Background: an optimization exercise with open tools, aiming at small area, a short achievable clock period and few clock cycles per item. Do not read the settings as production practice.
Only simulation tests tie the RTL to the original design; equivalence was not proved.
Power is estimated from default activity; no workload was simulated. The clock port is modelled as an ideal driver; clocking choices that lean on that would not hold on a real chip.

== lagoon ==
Design apb4_sram_slave, start of the top module:
module apb4_sram_slave
#(
  parameter int ADDR_W      = apb4_sram_pkg::DEF_ADDR_W,
  parameter int DATA_W      = apb4_sram_pkg::DEF_DATA_W,
  parameter int DEPTH       = apb4_sram_pkg::DEF_DEPTH,
  parameter int WAIT_CYCLES = 0
) (
  input  logic                pclk,
  input  logic                presetn,
  input  logic                psel,
  input  logic                penable,
  input  logic                pwrite,
  input  logic [ADDR_W-1:0]   paddr,
  input  logic [DATA_W-1:0]   pwdata,
  input  logic [DATA_W/8-1:0] pstrb,
  output logic [DATA_W-1:0]   prdata,
  output logic                pready,
  output logic                pslverr
);
Size: roughly 3900 cells after synthesis, roughly 2100 flip-flops, roughly 110 I/O pins, roughly 75000 um2 of cells after synthesis.
clock: 3.3 ns
lec_check: 0
cap_margin: 20
core_margin: 2
core_utilization: 70
cts_cluster_diameter: 60
cts_cluster_size: 30
place_density: 0.78
setup_slack_margin: 1.65
slew_margin: 20
synth_hierarchical: 1
synth_minimum_keep_size: 0
run.sh (not shown) runs the stock make flow with config.mk's settings and CLKGATE_MAP_FILE= SYNTH_SCRIPT=/design/flow/synth_recipe.tcl, a recipe that flattens the netlist after the stock synthesis.
Testbench counts of lagoon, summed over its fixed seeds: cycles 80,000, transfers 40,000.
Setup changes, lagoon to raven
- swapping 60 for 100 in CTS_CLUSTER_DIAMETER
==> flow/flow/run.sh (new file) <==
#!/bin/bash
# The standard layout, with power recovery after global routing (it downsizes
# cells on paths with spare slack) and no dummy loads in the clock tree.
# make's full output goes to flow_make.log; ORFS keeps each step's log under orfs/logs.
set -euo pipefail
bash standard.sh RECOVER_POWER=30 \
  "CTS_ARGS=-sink_clustering_enable -repair_clock_nets -sink_clustering_size 30 -sink_clustering_max_diameter 100 -dont_use_dummy_load" \
  finish > flow_make.log 2>&1
==> flow/standard.sh (new file) <==
#!/bin/bash
# synth_recipe.tcl (not shown) runs the flow's synth.tcl, then flattens the netlist and writes it again
# the make line also repeats each setting of config.mk as NAME=value (left out here)
make -C /OpenROAD-flow-scripts/flow DESIGN_CONFIG=/design/flow/config.mk WORK_HOME=/design/flow/orfs CLKGATE_MAP_FILE= SYNTH_SCRIPT=/design/flow/synth_recipe.tcl "${@:-finish}"
removed: flow/run.sh
- The flow for raven finished, though final verification flagged max-capacitance violations, max-slew violations.
- Per the comparison of raven with lagoon, internal power of the cells decreased 11%; routed wire length increased 4.0%.
- In raven the timing-limited maximum frequency turned out about 22% lower than in lagoon.
- [compare] base=lagoon new=raven: met3 layer wire length in the routed design increased by 2500 um relative to the old numbers; detailed-routing iteration count for the pre-antenna-repair pass decreased by 3 relative to the old numbers.
#### Input delta (nickel over raven)
- swapping 70 for 66 in CORE_UTILIZATION
==> flow/run.sh (new file) <==
#!/bin/bash
# synth_recipe.tcl (not shown) runs the flow's synth.tcl, then flattens the netlist and writes it again
# the make line also repeats each setting of config.mk as NAME=value (left out here)
make -C /OpenROAD-flow-scripts/flow DESIGN_CONFIG=/design/flow/config.mk WORK_HOME=/design/flow/orfs CLKGATE_MAP_FILE= SYNTH_SCRIPT=/design/flow/synth_recipe.tcl finish
removed: flow/flow/run.sh
removed: flow/standard.sh
==> comparison <==
- Clock transition time at the flip-flop clock pins of the worst setup and hold paths essentially unchanged between raven and nickel.
- From raven to nickel, number of enable-type register cells in the synthesized netlist did not move at all.
- raven has a higher count of plain and timing-repair buffers than nickel.
- nickel reached the final stage; the timing, DRC and antenna checks on its layout passed.
- Setup slack: nickel more than raven
- Taking raven over nickel, the power drawn by the clock network ratio works out to 0.944.
- Going from raven to nickel, detailed route wirelength on metal2 saw an increase; post-cts sizing count dropped about 8%; fraction of area in multi-input gates fell by 0.16 points; post-layout minimum cycle time dropped 0.55 ns.
- raven -> nickel: unique cell type count in the Yosys netlist delta 0, exact match
Edits applied to the flow inputs when going from nickel to xenon:
- CORE_UTILIZATION changed from 66 to 70
- SETUP_SLACK_MARGIN changed from 1.65 to 1.8
==> run notes <==
- xenon completed; timing, DRC and antenna clean
- Non-clock buffer count: xenon < nickel
- Compared with nickel, in xenon net switching power -about 4%; data arrival time of the critical path grew by 0.02 ns.
- Between nickel and xenon, the final estimated routing congestion in global placement figures differ only marginally.
- The higher transition time at the pin with the least slew margin came out of nickel.
- Final antenna diode count for xenon: 4 down relative to nickel
- Final wirelength in xenon is about 8% below nickel.
- The register-to-register setup slack of xenon exceeds that of nickel by 0.15 ns.

-- what the ideal ports hide --
The results above use ideal ports. As a check the final layouts listed here were re-extracted and re-timed, cells and wires unchanged.
Step 1: set_driving_cell puts a clkbuf_16 on pclk and a buf_2 on each other input, an assumption about the parent block.
Step 2 times the ports against the registers' clock, not the clock port: input delays grow and output delays shrink by t, the midpoint of the rising clock arrivals with the driver on.
Slacks: ideal ports / drivers / drivers and shift; pairs: ideal ports / drivers.
run | shift t [ns] | setup WS [ns] | latest minus earliest clock arrival (ns)
lagoon | 0.855 | 1.361 / 1.279 / 0.460 | 0.042 / 0.042
raven | 0.776 | 0.826 / 0.831 / 0.055 | 0.053 / 0.053
nickel | 0.773 | 1.379 / 1.297 / 0.524 | 0.037 / 0.036
xenon | 0.765 | 1.341 / 1.349 / 0.585 | 0.032 / 0.032
For lagoon, which loses most, drivers alone change the setup slack by -0.082 ns; drivers and shift together by -0.901 ns.
